Context: an optimization exercise on an open-source flow, tuned for small area and few clock cycles per item. The choices shown serve that exercise and are no tape-out recipe. No functional check of the RTL was part of any run shown here.

## flow/design.v (module list and top-level ports; edited modules follow where they fit)
// module dct8c_ctrl: 21 lines
// module dct8_column_fixed_point: 5213 lines
// module dct8c_fa: 11 lines
// module dct8c_pc: 12 lines
module dct8_column_fixed_point
(
    input  logic                aclk,
    input  logic                aresetn,
    input  logic                s_valid,
    output logic                s_ready,
    input  logic signed [15:0]  s_sample_0,
    input  logic signed [15:0]  s_sample_1,
    input  logic signed [15:0]  s_sample_2,
    input  logic signed [15:0]  s_sample_3,
    input  logic signed [15:0]  s_sample_4,
    input  logic signed [15:0]  s_sample_5,
    input  logic signed [15:0]  s_sample_6,
    input  logic signed [15:0]  s_sample_7,
    output logic                m_valid,
    input  logic                m_ready,
    output logic signed [18:0]  m_coef_0,
    output logic signed [17:0]  m_coef_1,
    output logic signed [17:0]  m_coef_2,
    output logic signed [17:0]  m_coef_3,
    output logic signed [18:0]  m_coef_4,
    output logic signed [17:0]  m_coef_5,
    output logic signed [17:0]  m_coef_6,
    output logic signed [17:0]  m_coef_7
);
  // ...
==> flow/run.sh <==
#!/bin/bash
# synth_recipe.tcl (not shown) runs the flow's synth.tcl, then flattens the netlist and writes it again
# the make line also repeats each setting of config.mk as NAME=value (left out here)
make -C /OpenROAD-flow-scripts/flow DESIGN_CONFIG=/design/flow/config.mk WORK_HOME=/design/flow/orfs CLKGATE_MAP_FILE= SYNTH_SCRIPT=/design/flow/synth_recipe.tcl finish
==> flow/config.mk <==
export PLATFORM = sky130hd
export DESIGN_NAME = dct8_column_fixed_point
export DESIGN_NICKNAME = dct8_column_fixed_point
export VERILOG_FILES = /design/flow/design.v
export SDC_FILE = /design/flow/constraint.sdc
export NUM_CORES = 4
export LEC_CHECK = 0
export CAP_MARGIN = 20
export CORE_MARGIN = 2
export CORE_UTILIZATION = 60
export CTS_CLUSTER_DIAMETER = 110
export CTS_CLUSTER_SIZE = 28
export SLEW_MARGIN = 20
export SYNTH_HIERARCHICAL = 1
==> flow/constraint.sdc <==
create_clock -name core_clock -period 7.5 [get_ports {aclk}]
set_input_delay 1.5000 -clock core_clock [delete_from_list [all_inputs] [get_ports {aclk}]]
set_output_delay 1.5000 -clock core_clock [all_outputs]
set_load 0.01 [all_outputs]
==> results.sh, run 1 <==
export IMPL_rows=101
export IMPL_grt_use_met3_pct=4.373
export IMPL_setup_tns_ps=0
export IMPL_path_max_fanout=4
export IMPL_cp_startpoint="os1_r2[13]$_DFFE_PP_"
export IMPL_synth_seq_cells=264
export IMPL_status="timing/DRC/antenna clean"
export IMPL_ant_nets=0
export IMPL_fmax_mhz=135.2
export IMPL_grt_use_met2_pct=46.98
export IMPL_cts_inserted_buffers=14
export IMPL_multi_input_area_share_pct=67.37
export IMPL_drt_pass1_iterations=5
export IMPL_relSlewSlack_pct=37.98
export IMPL_place_ws_ps=53.45
export IMPL_reg_top3="p0_r1 x18, p0_r2 x18, p1_r2 x18"
export IMPL_yosys_area_share_simple_pct=4.045
export IMPL_synth_mux_area_share_pct=0.06520
export IMPL_postPlaceCellArea_sq_mm=0.05168
export IMPL_highest_layer="met5"
export IMPL_setup_viol=0
export IMPL_async_flop_share_pct=0
export IMPL_avgSynthCellArea_sq_um=12.18
export IMPL_setup_ws_ps=103.8
export IMPL_synthAdderAreaFrac_pct=60.48
export IMPL_path_common_cell="fa_1"
export IMPL_wl_per_cell_um=20.28
export IMPL_synth_top_area_share_pct=42.90
export IMPL_synth_edf_count=262
export IMPL_synthTopCellsByCount="fa_1 (987), inv_1 (709), ha_1 (647)"
export IMPL_dr_first_iter_drc_count=1673
export IMPL_root_buffer="clkbuf_16"
export IMPL_hold_ws_ps=425.9
export IMPL_multi_input_area_sq_mm=0.03602
==> run 2, diff against run 1 <==
--- a/flow/config.mk
+++ b/flow/config.mk
@@ -8,5 +8,5 @@
 export CAP_MARGIN = 20
 export CORE_MARGIN = 2
-export CORE_UTILIZATION = 60
+export CORE_UTILIZATION = 66
 export CTS_CLUSTER_DIAMETER = 110
 export CTS_CLUSTER_SIZE = 28
==> run 2 against run 1 <==
Critical path depth is 1 higher. Worst hold slack hardly changed. Global-route usage is 2.3 points higher. Setup slack better by 14 ps. Via count is 0.89% higher. Clock skew is 3.6 ps lower. Maximum frequency is 0.19% higher. Utilization is 6.7 points higher. Final cell count is 2.1% lower. Count of clock-buffer cells in the layout is 1 higher. Critical path type unchanged. Largest cell class unchanged. Highest routed layer unchanged.
==> results.sh, run 2 <==
export IMPL_fin_nets=6137
export IMPL_endpoint_kind="primary output"
export IMPL_track_usage_pct=31.38
export IMPL_cts_sinks=264
export IMPL_dr_wl_met2_um=51700
export IMPL_cts_tree="built"
export IMPL_min_from="ev_r1[2]$_DFFE_PP_"
export IMPL_die_h_um=268.2
export IMPL_cp_arrival_ps=5880
export IMPL_ys_top_cells_by_area="fa_1 (43%), ha_1 (18%), edfxtp_1 (17%)"
export IMPL_wl_per_cell_um=20.53
export IMPL_cp_startpoint="eu_r2[9]$_DFFE_PP_"
export IMPL_viasPerCell=5.601
export IMPL_synth_warning_count=8
export IMPL_avgSynthCellArea_sq_um=12.18
export IMPL_crit_path_start_kind="flop"
export IMPL_met3WireLength_um=7858
export IMPL_routabilityCongestion=0.9594
export IMPL_worst_pin_slew_ps=1165
export IMPL_relSlewSlack_pct=22.33
export IMPL_dr_first_iter_drc_count=2112
export IMPL_synth_seq_cells=264
export IMPL_nFillCells=4587
export IMPL_grt_max_degree=168
export IMPL_final_common_cell="fa_1"
export IMPL_io_buffers=279
export IMPL_clkTransAtPathRegs_ps=100
export IMPL_start_util_pct=66.92
export IMPL_status="timing/DRC/antenna clean"
export IMPL_synthDistinctLibCells=68
export IMPL_synth_edf_count=262
export IMPL_synth_top_area_cell="fa_1"
export IMPL_netlist_area_sq_mm=0.04606
export IMPL_cp_required_ps=6000
export IMPL_drive_above_1_share_pct=8.686
export IMPL_finalHoldViolations=0
export IMPL_slew_viol_final=0
export IMPL_drt_met1_wl_um=47290
export IMPL_ant_nets=0
export IMPL_wl_um=109000
export IMPL_clk_path_buf_depth=3
export IMPL_setup_ws_ps=117.6
export IMPL_fmax_mhz=135.5
export IMPL_maxCapViolCount=0
export IMPL_period_needed_ps=7382
export IMPL_synth_flop_cell="edfxtp_1"
export IMPL_highest_layer="met5"
export IMPL_hold_path_class="flop to flop"
export IMPL_hold_ws_ps=425.9
export IMPL_final_cell_mix="fa_1 (983), inv_1 (706), ha_1 (634)"
export IMPL_antenna_found_initial=8
export IMPL_dieArea_sq_mm=0.07191
export IMPL_cts_inserted_buffers=14
export IMPL_yosysMostFrequentCell="fa_1"
export IMPL_cts_max_level=1
export IMPL_root_buffer="clkbuf_16"
export IMPL_finalClockSkew_ps=45.57
export IMPL_grt_pass1_vias=31410
export IMPL_grt_pass1_wl_um=170900
export IMPL_die_w_um=268.2
export IMPL_synth_top_area_share_pct=42.90
export IMPL_crit_type="flop to primary output"
export IMPL_ioPinCount=280
export IMPL_setup_viol=0
export IMPL_place_ws_ps=-33.04
export IMPL_ys_seq_area_share_pct=17.17
export IMPL_worst_skew_pair_late_latency_ps=530
export IMPL_min_period_over_period_pct=98.43
export IMPL_core_area_sq_mm=0.06883
export IMPL_r2r_start="qa_r1[13]$_DFFE_PP_"
export IMPL_async_flop_share_pct=0
export IMPL_reg_top3="p0_r1 x18, p0_r2 x18, p1_r2 x18"
export IMPL_num_vias=29740
export IMPL_dp_hpwl_um=94560
export IMPL_synthTopCellsByCount="fa_1 (987), inv_1 (709), ha_1 (647)"
export IMPL_rows=96
export IMPL_drc_errors=0
export IMPL_syn_instance_count=3782
export IMPL_path_max_fanout=4
export IMPL_grt_overflow_total=0
export IMPL_cts_hold_buf=0
export IMPL_drt_pass1_iterations=5
export IMPL_syn_to_final_growth_pct=15.27
==> run 2: final cells by class <==
type                            count  area [sq um]  share of cell area, %
Antenna cell                        3         7.507                0.01414
Tap cell                          931          1165                  2.194
Clock buffer                       16         379.1                 0.7141
Multi-Input combinational cell   2832         35920                  67.66
Inverter                          709          2665                  5.020
Timing Repair Buffer              550          4989                  9.396
Sequential cell                   264          7908                  14.89
Clock inverter                      4         55.05                 0.1037
==> run 2: final timing paths <==
check                               to  slack (ps)  depth (start not counted)
hold / removal      ev_r2[2]$_DFFE_PP_         430                          0
hold reg to reg     ev_r2[2]$_DFFE_PP_         430                          0
setup reg to reg  oq0_r2[14]$_DFFE_PP_         310                         22
setup / recovery          m_coef_2[12]         120                         17
==> run 2: worst max-delay path, stage by stage, from the launching register on <==
cell and delay, ps:
edfxtp_1 420, buf_4 160, fa_1 540, fa_1 460
fa_1 490, fa_1 540, ha_4 220, a21o_1 150
a21o_1 170, a21o_1 180, a31o_2 240, nand2_1 120
o31a_1 230, nand2b_1 100, a21o_1 210, fa_1 370
xor2_1 200, clkdlybuf4s50_1 560
==> run 2: through the flow <==
stage	utilization (%)	setup TNS [ps]	instance area (sq um)	cells
global route	77.13	-139.3	53080	5306
global placement	74.58	0	51330	5176
finish	77.14	0	53090	5309
detailed placement	74.58	-33.04	51330	5176
floorplan	-	0	46220	3825
CTS	75.99	-34.90	52300	5245
==> run 2: what timing repair did <==
item	4_1_cts	5_1_grt
pin swaps	15	37
gates resized for setup	48	89
setup endpoints to repair	38	63
buffers inserted	49	60
gates cloned	0	0
==> run 2: per-module statistics from Yosys (local to each module, per instance) <==
module                   copies in the design  cells inside  area [sq um]
dct8_column_fixed_point                     1          2999         30460
dct8c_fa                                  775             1         20.02
dct8c_ctrl                                  1             8         82.58
==> run 2: metal layers <==
metal | track usage [%] | vias to the layer above
met3 | 4.197 | 111
met2 | 50.59 | 899
li1 | - | 13420
met4 | 5.783 | 8
met1 | 46.58 | 15300
met5 | 0 | -
==> run 2: cells by family after synthesis <==
group	synth area share, %
muxes	0.06520
and+or+nand+nor	4.045
DFF	17.17
adders and majority gates	60.48
buffers and inverters	5.957
AOI/OAI and AO/OA	7.677
other	0.008142
xor gates and xnor gates	4.602

[re-timing with driven ports]
No port has a modelled driver above. Below, the same layouts with a new extraction and two added sets of constraints.
Step 1 (the two cells are an assumption about what drives the block):
set clk [get_ports {aclk}]
set_driving_cell -lib_cell sky130_fd_sc_hd__clkbuf_16 $clk
set_driving_cell -lib_cell sky130_fd_sc_hd__buf_2 [delete_from_list [all_inputs] $clk]
Step 2, shift: input delay + t, output delay - t, t = (earliest + latest rising clock arrival at the registers) / 2. This alone moves slack from input paths to output paths.
a / b / c = no drivers / after step 1 / after step 2; a / b = the first two.
run | shift t [ns] | setup WS [ns] | worst setup path at the end | slew at the worst register clock pin (ns) | worst slew at a driven data input, ns
run 1 | 0.565 | 0.104 / 0.046 / -0.009 | input to register | 0.12 / 0.12 | 0.14
run 2 | 0.566 | 0.118 / 0.057 / -0.152 | input to register | 0.11 / 0.11 | 0.10
Met with ideal ports but missed after step 2: setup timing in run 1 and run 2. For run 2, which loses most, drivers alone change the setup slack by -0.061 ns; drivers and shift together by -0.270 ns.
